From an optimization exercise on the open Yosys and OpenROAD flow, aimed at small area, a short achievable clock period and few clock cycles per item; shortcuts taken in it are not production practice. No functional check of the RTL was part of any run shown here.

==> flow/design.v, too long to show whole: its modules and the start of the top module <==
// module barrett_reduce_pipe: 805 lines
// module csa_fa: 10 lines
module barrett_reduce_pipe (
    input  logic        clk,
    input  logic        rst,
    input  logic        in_valid,
    input  logic [63:0] in_data,
    output logic        in_ready,
    output logic        out_valid,
    output logic [31:0] out_data,
    input  logic        out_ready,
    output logic        out_err
);
  // ...
==> flow/flow/run.sh <==
#!/bin/bash
set -e
export BUFFER_PORTS_ARGS="-buffer_cell sky130_fd_sc_hd__buf_1"
bash standard.sh > standard.log 2>&1
==> flow/standard.sh <==
#!/bin/bash
# synth_recipe.tcl (not shown) runs the flow's synth.tcl, then flattens the netlist and writes it again
# the make line also repeats each setting of config.mk as NAME=value (left out here)
make -C /OpenROAD-flow-scripts/flow DESIGN_CONFIG=/design/flow/config.mk WORK_HOME=/design/flow/orfs CLKGATE_MAP_FILE= SYNTH_SCRIPT=/design/flow/synth_recipe.tcl "${@:-finish}"
==> flow/config.mk <==
export PLATFORM = sky130hd
export DESIGN_NAME = barrett_reduce_pipe
export DESIGN_NICKNAME = barrett_reduce_pipe
export VERILOG_FILES = /design/flow/design.v
export SDC_FILE = /design/flow/constraint.sdc
export NUM_CORES = 4
export LEC_CHECK = 0
export CAP_MARGIN = 20
export CORE_MARGIN = 2
export CORE_UTILIZATION = 55
export CTS_BUF_LIST = sky130_fd_sc_hd__clkbuf_8 sky130_fd_sc_hd__clkbuf_16
export GPL_ROUTABILITY_DRIVEN = 0
export PLACE_DENSITY = 0.75
export SETUP_SLACK_MARGIN = 3.6
export SLEW_MARGIN = 20
export SYNTH_HIERARCHICAL = 1
export SYNTH_MINIMUM_KEEP_SIZE = 0
==> flow/constraint.sdc <==
create_clock -name core_clock -period 9.0 [get_ports {clk}]
set_input_delay 1.8000 -clock core_clock [delete_from_list [all_inputs] [get_ports {clk}]]
set_output_delay 1.8000 -clock core_clock [all_outputs]
set_load 0.01 [all_outputs]
==> flow_summary.json, run 1 <==
{
  "tightest_slew_ps": 936,
  "fin_ws_ps": 3240,
  "tapcell.inserted": 319,
  "finalMaxSlewViolations": 0,
  "gr-usage-met1_pct": 34.0,
  "multi_input_gates": 857,
  "synth.distinct_cells": 70,
  "placedInstanceArea_um2": 13800,
  "top_usage_layer": "met2",
  "yosys-mux-area-fraction_pct": 1.87,
  "reg2reg_to": "q_r[27]$_DFFE_PP_",
  "die-area_um2": 24900,
  "io_buffers": 100,
  "grt_max_degree": 71,
  "cts_buffers": 9,
  "area_delta_synth_final_pct": 11.6,
  "yosys.area.top_type": "fa_1",
  "wl_per_cell_um": 20.1,
  "viasPerCell": 5.78,
  "clockBufferDepth": 2,
  "first_pass_iters": 6,
  "end_kind": "flop",
  "multiInputGateArea_um2": 9530,
  "top_layer": "met4",
  "synthMostInstantiatedCell": "fa_1",
  "status": "complete, no violations",
  "ys_top_cells_by_count": "fa_1, edfxtp_1, inv_1, ha_1, nand2_1",
  "nets": 1617,
  "finalInstanceArea_um2": 14500,
  "worst-path-stages": 12,
  "met2_usage_pct": 43.9,
  "cts_resized": 56,
  "worstHoldStart": "q_err1$_DFFE_PP_",
  "num_vias": 8855,
  "finalCritPeriodShare_pct": 64.0,
  "dominant-cell-class": "multi-input gates",
  "hold_viol_final": 0,
  "n_clock_buffer": 9,
  "drtIter0Drc": 868,
  "synth-compound-area-share_pct": 9.36,
  "synth.avg_cell_area_um2": 11.9,
  "syn_inst": 1090,
  "yosysSeqAreaShare_pct": 23.9
}
==> run 2: changes to the inputs <==
--- a/flow/design.v
+++ b/flow/design.v
@@ -7,29 +7,33 @@
     output logic        out_valid,
     output logic [31:0] out_data,
     input  logic        out_ready,
     output logic        out_err
 );
     wire [63:0] x = in_data;
     wire err = (x >= 64'h0DD4400077000001);    
     wire sp  = (x == 64'h0DD4400077000000);    
-    logic        r_v1, r_v2;
-    wire         w_rdy2 = !r_v2 || out_ready;
+    logic        r_v1, r_v2, r_v3;
+    wire         w_rdy3 = !r_v3 || out_ready;
+    wire         w_rdy2 = !r_v2 || w_rdy3;
     wire         w_rdy1 = !r_v1 || w_rdy2;
     assign in_ready = w_rdy1;
     wire         w_ld1  = w_rdy1 && in_valid;
     wire         w_ld2  = w_rdy2 && r_v1;
+    wire         w_ld3  = w_rdy3 && r_v2;
     always_ff @(posedge clk or posedge rst) begin
         if (rst) begin
             r_v1 <= 1'b0;
             r_v2 <= 1'b0;
+            r_v3 <= 1'b0;
         end else begin
             if (w_rdy1) r_v1 <= in_valid;
             if (w_rdy2) r_v2 <= r_v1;
+            if (w_rdy3) r_v3 <= r_v2;
         end
     end
     wire m7_s1, m7_c1;
     csa_fa u_m71 (.a(x[23]), .b(x[26]), .c(x[29]), .s(m7_s1), .co(m7_c1));
     wire m7_s2, m7_c2;
     csa_fa u_m72 (.a(x[32]), .b(x[35]), .c(x[38]), .s(m7_s2), .co(m7_c2));
     wire m7_s3, m7_c3;
     csa_fa u_m73 (.a(x[41]), .b(x[44]), .c(x[47]), .s(m7_s3), .co(m7_c3));
@@ -138,39 +142,20 @@
     wire m17_s55, m17_c55;
     csa_fa u_m1755 (.a(~m17_c50), .b(m17_s44), .c(~m17_c54), .s(m17_s55), .co(m17_c55));
     wire m17_s56, m17_c56;
     csa_fa u_m1756 (.a(m17_s46), .b(m17_c51), .c(m17_s52), .s(m17_s56), .co(m17_c56));
     wire m17_s57, m17_c57;
     csa_fa u_m1757 (.a(m17_s48), .b(m17_c52), .c(m17_s53), .s(m17_s57), .co(m17_c57));
     wire m17_s58, m17_c58;
     csa_fa u_m1758 (.a(m17_s50), .b(m17_c53), .c(m17_s54), .s(m17_s58), .co(m17_c58));
-    wire [4:0] a17_p = {1'b0, {m17_c57, m17_c56, m17_c55, m17_s55}} ^ {1'b0, {m17_s58, m17_s57, m17_s56, m17_s51}};
-    wire [4:0] a17_g = {1'b0, {m17_c57, m17_c56, m17_c55, m17_s55}} & {1'b0, {m17_s58, m17_s57, m17_s56, m17_s51}};
-    wire a17_g0c = a17_g[0] | (a17_p[0] & ~m17_c58);
-    wire a17_G1 = a17_g[1] | (a17_p[1] & a17_g0c);
-    wire a17_G2 = a17_g[3] | (a17_p[3] & a17_g[2]);
-    wire a17_P2 = a17_p[3] & a17_p[2];
-    wire a17_G3 = a17_g[2] | (a17_p[2] & a17_G1);
-    wire a17_G4 = a17_G2 | (a17_P2 & a17_G1);
-    wire a17_G5 = a17_g[4] | (a17_p[4] & a17_G4);
-    wire [4:0] e_s17 = a17_p ^ {a17_G4, a17_G3, a17_G1, a17_g0c, ~m17_c58};
-    wire [3:0] a7_p = {1'b0, {m7_c29, m7_c28, m7_s28}} ^ {1'b0, {m7_s30, m7_s29, m7_s25}};
-    wire [3:0] a7_g = {1'b0, {m7_c29, m7_c28, m7_s28}} & {1'b0, {m7_s30, m7_s29, m7_s25}};
-    wire a7_g0c = a7_g[0] | (a7_p[0] & m7_c30);
-    wire a7_G1 = a7_g[1] | (a7_p[1] & a7_g0c);
-    wire a7_G2 = a7_g[3] | (a7_p[3] & a7_g[2]);
-    wire a7_P2 = a7_p[3] & a7_p[2];
-    wire a7_G3 = a7_g[2] | (a7_p[2] & a7_G1);
-    wire a7_G4 = a7_G2 | (a7_P2 & a7_G1);
-    wire [3:0] t7 = a7_p ^ {a7_G3, a7_G1, a7_g0c, m7_c30};
-    localparam logic [47:0] E_TA_T = 48'h2358d11ac688;
-    wire [2:0] e_ta = E_TA_T[t7 * 3 +: 3];
-    localparam logic [95:0] E_TC_T = 96'h1ac688d634422358d11ac688;
-    wire [2:0] e_tc = E_TC_T[e_s17 * 3 +: 3];
+    wire [3:0] m7v = {m7_c30, {m7_c29, m7_c28, m7_s28}};
+    wire [2:0] m7w = {m7_s30, m7_s29, m7_s25};
+    wire [4:0] m17v = {~m17_c58, {m17_c57, m17_c56, m17_c55, m17_s55}};
+    wire [3:0] m17w = {m17_s58, m17_s57, m17_s56, m17_s51};
     wire c1_s59, c1_c59;
     assign c1_s59 = ~(x[26] ^ ~x[23]);
     assign c1_c59 = x[26] | ~x[23];
     wire c1_s60, c1_c60;
     csa_fa u_c160 (.a(x[27]), .b(~x[24]), .c(x[4]), .s(c1_s60), .co(c1_c60));
     wire c1_s61, c1_c61;
     csa_fa u_c161 (.a(x[28]), .b(~x[25]), .c(x[5]), .s(c1_s61), .co(c1_c61));
     wire c1_s62, c1_c62;
@@ -433,34 +418,40 @@
     wire c1_s189, c1_c189;
     csa_fa u_c1189 (.a(c1_s163), .b(c1_c180), .c(c1_s181), .s(c1_s189), .co(c1_c189));
     wire c1_s190, c1_c190;
     csa_fa u_c1190 (.a(c1_c163), .b(c1_s164), .c(c1_c181), .s(c1_s190), .co(c1_c190));
     wire c1_s191, c1_c191;
     csa_fa u_c1191 (.a(c1_s170), .b(c1_c186), .c(c1_s187), .s(c1_s191), .co(c1_c191));
     wire [30:0] s1 = {c1_s191, c1_c185, c1_c184, c1_c183, c1_c182, c1_c190, c1_c189, c1_s189, c1_c179, c1_c178, c1_c177, c1_c176, c1_c188, c1_s188, c1_c174, c1_c173, c1_c172, c1_s172, c1_s152, c1_s171, c1_c150, c1_s115, c1_c113, c1_c112, c1_s62, c1_c60, c1_c59, x[3], x[25], x[24], x[23]};
     wire [30:0] c1 = {1'b0, c1_s186, c1_s185, c1_s184, c1_s183, c1_s182, c1_s190, 1'b0, c1_s180, c1_s179, c1_s178, c1_s177, c1_s176, 1'b0, c1_s175, c1_s174, c1_s173, 1'b0, c1_c171, 1'b0, c1_s151, c1_s150, c1_s114, c1_s113, c1_s112, c1_s61, c1_s60, c1_s59, x[2], x[1], x[0]};
-    logic [2:0]  q_ta, q_tc;
-    logic [4:0]  q_s17;
+    logic [3:0]  q_m7v;
+    logic [2:0]  q_m7w;
+    logic [4:0]  q_m17v;
+    logic [3:0]  q_m17w;
     logic [30:0] q_s1, q_c1;
     logic        q_sp, q_err1;
     always_ff @(posedge clk) begin
         if (w_ld1) begin
-            q_ta   <= e_ta;
-            q_tc   <= e_tc;
-            q_s17  <= e_s17;
+            q_m7v  <= m7v;
+            q_m7w  <= m7w;
+            q_m17v <= m17v;
+            q_m17w <= m17w;
             q_s1   <= s1;
             q_c1   <= c1;
             q_sp   <= sp;
             q_err1 <= err;
         end
     end
-    wire [4:0] s17 = q_s17;
-    wire [2:0] ta = q_ta;
-    wire [2:0] tc = q_tc;
+    wire [3:0] t7  = {1'b0, q_m7v[2:0]} + {1'b0, q_m7w} + {3'b0, q_m7v[3]};
+    wire [4:0] s17 = {1'b0, q_m17v[3:0]} + {1'b0, q_m17w} + {4'b0, q_m17v[4]};
+    localparam logic [47:0] TA_T = 48'h2358d11ac688;
+    wire [2:0] ta = TA_T[t7 * 3 +: 3];
+    localparam logic [95:0] TC_T = 96'h1ac688d634422358d11ac688;
+    wire [2:0] tc = TC_T[s17 * 3 +: 3];
     localparam logic [191:0] TQ_T = 192'h159d1042b3a2885674d10ace3a215967442bace885159d10;
     wire [2:0] tq = TQ_T[{ta, tc} * 3 +: 3];
     wire [2:0] t = q_sp ? 3'd7 : tq;
     localparam logic [991:0] MK_T = 992'hd1c3c3c48590226ecf317aa1268560d95d4f98c0db28dfddf7651c7470f0f159e62f5595d4f98cefbb28e56798bd51df7651d1df7651c000000077dd947060bf7653a38787890b2044dd9e62f5424d0ac1b2ba9f3181b651bfbbeeca38e8e1e1e2b3cc5eab2ba9f319df7651cacf317aa3beeca3a3beeca380000000;
     wire [30:0] mk = MK_T[s17 * 31 +: 31];
     localparam logic [247:0] TK_T = 248'h77000003f0924929e649249fd6db6dc7c24924bfadb6db9fadb6db80000000;
     wire [30:0] tk = TK_T[t * 31 +: 31];
     wire c2_s192, c2_c192;
@@ -582,18 +573,27 @@
     wire c2_s250, c2_c250;
     csa_fa u_c2250 (.a(c2_c219), .b(c2_s220), .c(tk[28]), .s(c2_s250), .co(c2_c250));
     wire c2_s251, c2_c251;
     csa_fa u_c2251 (.a(c2_c220), .b(c2_s221), .c(tk[29]), .s(c2_s251), .co(c2_c251));
     wire c2_s252, c2_c252;
     csa_fa u_c2252 (.a(c2_c221), .b(c2_s222), .c(tk[30]), .s(c2_s252), .co(c2_c252));
     wire [30:0] s2 = {c2_c251, c2_c250, c2_c249, c2_c248, c2_c247, c2_c246, c2_c245, c2_c244, c2_c243, c2_c242, c2_c241, c2_c240, c2_c239, c2_c238, c2_c237, c2_c236, c2_c235, c2_c234, c2_c233, c2_c232, c2_c231, c2_c230, c2_c229, c2_c228, c2_c227, c2_c226, c2_c225, c2_c224, c2_c223, c2_s223, c2_s192};
     wire [30:0] c2 = {c2_s252, c2_s251, c2_s250, c2_s249, c2_s248, c2_s247, c2_s246, c2_s245, c2_s244, c2_s243, c2_s242, c2_s241, c2_s240, c2_s239, c2_s238, c2_s237, c2_s236, c2_s235, c2_s234, c2_s233, c2_s232, c2_s231, c2_s230, c2_s229, c2_s228, c2_s227, c2_s226, c2_s225, c2_s224, 1'b0, tk[0]};
-    wire [30:0] ca_p = s2 ^ c2;
-    wire [30:0] ca_g = s2 & c2;
+    logic [30:0] q_s2, q_c2;
+    logic        q_err2;
+    always_ff @(posedge clk) begin
+        if (w_ld2) begin
+            q_s2   <= s2;
+            q_c2   <= c2;
+            q_err2 <= q_err1;
+        end
+    end
+    wire [30:0] ca_p = q_s2 ^ q_c2;
+    wire [30:0] ca_g = q_s2 & q_c2;
     wire ca_G1 = ca_g[1] | (ca_p[1] & ca_g[0]);
     wire ca_G2 = ca_g[3] | (ca_p[3] & ca_g[2]);
     wire ca_P2 = ca_p[3] & ca_p[2];
     wire ca_G3 = ca_g[5] | (ca_p[5] & ca_g[4]);
     wire ca_P3 = ca_p[5] & ca_p[4];
     wire ca_G4 = ca_g[7] | (ca_p[7] & ca_g[6]);
     wire ca_P4 = ca_p[7] & ca_p[6];
     wire ca_G5 = ca_g[9] | (ca_p[9] & ca_g[8]);
@@ -705,27 +705,19 @@
     wire ca_G69 = ca_G54 | (ca_P54 & ca_G53);
     wire ca_G70 = ca_G55 | (ca_P55 & ca_G53);
     wire ca_G71 = ca_G56 | (ca_P56 & ca_G53);
     wire ca_G72 = ca_G57 | (ca_P57 & ca_G53);
     wire ca_G73 = ca_G58 | (ca_P58 & ca_G53);
     wire ca_G74 = ca_G59 | (ca_P59 & ca_G53);
     wire ca_G75 = ca_G60 | (ca_P60 & ca_G53);
     wire [30:0] r = ca_p ^ {ca_G74, ca_G73, ca_G72, ca_G71, ca_G70, ca_G69, ca_G68, ca_G67, ca_G66, ca_G65, ca_G64, ca_G63, ca_G62, ca_G61, ca_G53, ca_G52, ca_G51, ca_G50, ca_G49, ca_G48, ca_G47, ca_G46, ca_G34, ca_G33, ca_G32, ca_G31, ca_G17, ca_G16, ca_G1, ca_g[0], 1'b0};
-    logic [30:0] q_r;
-    logic        q_err2;
-    always_ff @(posedge clk) begin
-        if (w_ld2) begin
-            q_r    <= r;
-            q_err2 <= q_err1;
-        end
-    end
-    wire        neg = q_r[30];
-    wire [22:0] inc_p = q_r[22:0] ^ {22'd0, neg};
-    wire [22:0] inc_g = q_r[22:0] & {22'd0, neg};
+    wire        neg = r[30];
+    wire [22:0] inc_p = r[22:0] ^ {22'd0, neg};
+    wire [22:0] inc_g = r[22:0] & {22'd0, neg};
     wire inc_G1 = inc_g[1] | (inc_p[1] & inc_g[0]);
     wire inc_G2 = inc_g[3] | (inc_p[3] & inc_g[2]);
     wire inc_P2 = inc_p[3] & inc_p[2];
     wire inc_G3 = inc_g[5] | (inc_p[5] & inc_g[4]);
     wire inc_P3 = inc_p[5] & inc_p[4];
     wire inc_G4 = inc_g[7] | (inc_p[7] & inc_g[6]);
     wire inc_P4 = inc_p[7] & inc_p[6];
     wire inc_G5 = inc_g[9] | (inc_p[9] & inc_g[8]);
@@ -791,22 +783,30 @@
     wire inc_G42 = inc_g[16] | (inc_p[16] & inc_G41);
     wire inc_G43 = inc_G9 | (inc_P9 & inc_G41);
     wire inc_G44 = inc_G20 | (inc_P20 & inc_G41);
     wire inc_G45 = inc_G21 | (inc_P21 & inc_G41);
     wire inc_G46 = inc_G31 | (inc_P31 & inc_G41);
     wire inc_G47 = inc_G32 | (inc_P32 & inc_G41);
     wire inc_G48 = inc_G33 | (inc_P33 & inc_G41);
     wire [22:0] lo = inc_p ^ {inc_G47, inc_G46, inc_G45, inc_G44, inc_G43, inc_G42, inc_G41, inc_G40, inc_G39, inc_G38, inc_G37, inc_G36, inc_G35, inc_G34, inc_G26, inc_G25, inc_G24, inc_G23, inc_G13, inc_G12, inc_G1, inc_g[0], 1'b0};
-    wire        lo_c = neg & (&q_r[22:0]);
-    wire [7:0]  hi  = {1'b0, q_r[29:23]} + {1'b0, {3{neg}}, 1'b0, {3{neg}}} + {7'd0, lo_c};
+    wire        lo_c = neg & (&r[22:0]);
+    wire [7:0]  hi  = {1'b0, r[29:23]} + {1'b0, {3{neg}}, 1'b0, {3{neg}}} + {7'd0, lo_c};
     wire [29:0] res = {hi[6:0], lo};
-    assign out_valid = r_v2;
-    assign out_data  = {2'b0, res & {30{r_v2}}};
-    assign out_err   = r_v2 & q_err2;
+    logic [29:0] q_res;
+    logic        q_err3;
+    always_ff @(posedge clk) begin
+        if (w_ld3) begin
+            q_res  <= res;
+            q_err3 <= q_err2;
+        end
+    end
+    assign out_valid = r_v3;
+    assign out_data  = {2'b0, q_res & {30{r_v3}}};
+    assign out_err   = r_v3 & q_err3;
 endmodule
 module csa_fa (
     input  logic a,
     input  logic b,
     input  logic c,
     output logic s,
     output logic co
 );
==> flow/flow/run.sh (replaced) <==
#!/bin/bash
set -e
export BUFFER_PORTS_ARGS="-buffer_cell sky130_fd_sc_hd__buf_2"
bash standard.sh > standard.log 2>&1
==> flow/config.mk (replaced) <==
export PLATFORM = sky130hd
export DESIGN_NAME = barrett_reduce_pipe
export DESIGN_NICKNAME = barrett_reduce_pipe
export VERILOG_FILES = /design/flow/design.v
export SDC_FILE = /design/flow/constraint.sdc
export NUM_CORES = 4
export LEC_CHECK = 0
export CAP_MARGIN = 20
export CORE_MARGIN = 2
export CORE_UTILIZATION = 40
export SETUP_SLACK_MARGIN = 4.3
export SLEW_MARGIN = 20
export SYNTH_HIERARCHICAL = 1
export SYNTH_MINIMUM_KEEP_SIZE = 0
==> run 2 against run 1 <==
  * Maximum frequency rose by 10%
  * Critical path type is now flop to flop
  * Critical endpoint is now q_c2[19]$_DFFE_PP_
  * Routed wire length rose by 27%
==> flow_summary.json, run 2 <==
{
  "min_path_type": "flop to flop",
  "io-pin-count": 103,
  "yosysSeqAreaShare_pct": 33.8,
  "drtIter0Drc": 693,
  "top_regs": "q_s1: 31 flops, q_s2: 31 flops",
  "first_pass_iters": 5,
  "viasPerCell": 5.27,
  "grt_antenna_before_repair": 0,
  "ys_top_cells_by_count": "fa_1, edfxtp_1, inv_1, ha_1",
  "end_kind": "flop",
  "fin_setup_tns_ps": 0,
  "crit_type": "flop to flop",
  "slew_headroom_pct": 30.7,
  "io_buffers": 100,
  "synthMostInstantiatedCell": "fa_1",
  "synth.area.top_cells": "fa_1, edfxtp_1, ha_1, inv_1, a21oi_1",
  "drive_above_1_share_pct": 27.4,
  "final_common_cell": "fa_1",
  "hold_viol_final": 0,
  "min_delay_path_depth": 0,
  "rsz0062_at_grt": "yes",
  "syn_area_um2": 15200,
  "synth.distinct_cells": 70,
  "synth-seq-cells": 171,
  "start_util_pct": 40.4,
  "cp_slowest_cell": "fa_2",
  "min_period_ps": 5230,
  "ys_warn_count": 7,
  "cp_max_fo": 7,
  "nets": 1774,
  "holdWs_ps": 420,
  "drt-total-wl_um": 39100,
  "path_cells": "inv_2 -> fa_2 -> fa_2 -> inv_4 -> ha_4 -> nor2_4 -> a211oi_4 -> a31oi_2 -> a21boi_2 -> buf_4 -> ha_4 -> nor2b_4 -> a211oi_1 -> a21oi_2 -> mux2i_4 -> mux2i_2 -> nor2_2 -> ha_4 -> or3b_4 -> a21oi_4 -> buf_12 -> fa_2",
  "drv_cap": 0,
  "die_x_um": 199,
  "worstPathRequired_ps": 9170,
  "ys.flop_type": "edfxtp_1",
  "num_antenna_cells": 0,
  "yosys.area.top_type": "fa_1",
  "reg2reg_to": "q_c2[19]$_DFFE_PP_",
  "grt_max_degree": 70,
  "finalCritPeriodShare_pct": 58.1,
  "hpwl_um": 29400,
  "chipHeight_um": 199,
  "wl_per_cell_um": 20.6,
  "clock.fmax_mhz": 191,
  "async_flop_share_pct": 1.75,
  "clockBufferDepth": 2,
  "post-synth-top-area-fraction_pct": 34.1,
  "synth.avg_cell_area_um2": 12.8,
  "r2r_slack_ps": 3770,
  "gp_congestion": 0.911,
  "cts_root_buffer": "clkbuf_16",
  "status": "complete, no violations",
  "cts_tree": "built",
  "drc": 0,
  "synth-edff-count": 168,
  "numClockSinks": 171,
  "setup_violations": 0,
  "core-area_um2": 37500,
  "worstHoldStart": "q_err1$_DFFE_PP_",
  "reg2reg_from": "q_m17v[0]$_DFFE_PP_",
  "grt_pass1_vias": 10569,
  "syn_inst": 1181,
  "die-area_um2": 39500,
  "layout_common_cells": "fa_1, edfxtp_1, buf_2",
  "grt_pass1_wl_um": 60300,
  "row_count": 71,
  "worst_setup_path_start_kind": "flop",
  "grt_overflow_total": 0,
  "rr_worst_depth": 22,
  "finalMaxSlewViolations": 0,
  "finClkSkew_ps": 14.0,
  "antenna_left": 0,
  "clkLatencyLatePin_ps": 440,
  "cts_buffers": 17,
  "arrival_ps": 5400,
  "cts.clk_slew.worst_paths_ps": 70,
  "tightest_slew_ps": 1030,
  "whs_endpoint": "q_err2$_DFFE_PP_",
  "num_vias": 10000,
  "grt_use_total_pct": 20.6,
  "ctsHtreeMaxLevel": 4,
  "slowest_delay_ps": 670,
  "area_delta_synth_final_pct": 21.5
}
run 2: per-stage QoR:
step / instance area [um2] / worst slack (ps) / instances / utilization (%)
floorplan: 15300 / 3910 / 1187 / -
global placement: 16300 / 2760 / 1769 / 43.6
detailed placement: 16300 / 2560 / 1769 / 43.6
CTS: 18100 / 3850 / 1878 / 48.2
global route: 18400 / 3570 / 1896 / 49.1
finish: 18400 / 3770 / 1896 / 49.1
run 2: cells by family (layout without fill, tap and decap cells):
group	count (synthesis)	count (layout)	synth area share (%)
muxes	24	24	1.81
DFF	171	171	33.8
adders and majority gates	333	333	40.3
AOI/OAI and AO/OA	188	190	7.94
buffers and inverters	125	320	3.23
xor gates and xnor gates	55	56	3.28
other	1	7	0.0247
and+or+nand+nor	284	284	9.66
run 2: area by class of cell:
type	instances	area, um2
sequential	171	5120
fill	3343	19100
inverter	89	348
clock buffer	19	433
clock inverter	12	138
multi-input combinational	894	10400
tap	511	639
timing repair buffer	200	1360
run 2: metal layers:
metal | up-vias | track usage (%) | routed length (um)
li1 | 4490 | - | -
met1 | 5041 | 27.8 | 17100
met2 | 382 | 33.4 | 18500
met3 | 87 | 2.76 | 1920
met4 | 0 | 8.87 | 1610
met5 | - | 0 | 0
run 2: critical path, delay by kind of cell (launching register included):
family	cells	cell delay (ps)
adder cells (fa/ha/maj)	6	2030
AO/OA/AOI/OAI	6	950
flip-flops	1	340
multiplexers	2	290
buffers and inverters	4	450
AND/OR/NAND/NOR	4	890
run 2: how the worst max path moves through the flow:
stage,start,to,slack (ps)
2_1_floorplan,q_m17w[0]$_DFFE_PP_,q_c2[10]$_DFFE_PP_,3910
3_3_place_gp,q_m17w[0]$_DFFE_PP_,q_c2[7]$_DFFE_PP_,2760
3_5_place_dp,q_m17w[0]$_DFFE_PP_,q_c2[7]$_DFFE_PP_,2560
4_1_cts,q_m17v[0]$_DFFE_PP_,q_c2[7]$_DFFE_PP_,3850
5_1_grt,q_m17v[0]$_DFFE_PP_,q_c2[19]$_DFFE_PP_,3570
6_report,q_m17v[0]$_DFFE_PP_,q_c2[19]$_DFFE_PP_,3770
run 2: what timing repair did:
action | CTS | global route
resized for setup | 123 | 41
hold buffers | 0 | 0
setup endpoints to repair | 79 | 67
gates cloned | 4 | 0
setup buffers | 74 | 18
pin swaps | 45 | 25
run 2: per-module statistics from Yosys (local to each module, per instance):
| module | cell area, um2 | copies in the design |
|---|---|---|
| csa_fa | 20.0 | 248 |
| barrett_reduce_pipe | 10200 | 1 |

## afterwards: timing with drivers on the ports
In the flow no input, the clock included, has a driving cell. The finished layouts below were timed again as built, in two steps. Step 1 (the two cells are an assumption about what drives the block):
set clk [get_ports {clk}]
set_driving_cell -lib_cell sky130_fd_sc_hd__clkbuf_16 $clk
set_driving_cell -lib_cell sky130_fd_sc_hd__buf_2 [delete_from_list [all_inputs] $clk]
Step 2 adds t to the input delays and takes it off the output delays; t is the mean of the earliest and latest rising clock arrival at the registers after step 1. Input paths then give back, and output paths get back, about the clock's delay inside the block. Three values: ideal ports, drivers, drivers and shift; two values: the first two.
run	t, ns	setup WS [ns]	worst setup path at the end	latest minus earliest clock arrival (ns)
run 1	0.398	3.238 / 3.256 / 2.858	input to register	0.015 / 0.016
run 2	0.479	3.772 / 3.772 / 3.772	register to register	0.014 / 0.015
After both steps setup and hold are still met in every run listed. The setup slack of run 1, which loses most, moves by +0.018 ns with the drivers and by -0.380 ns with both steps.
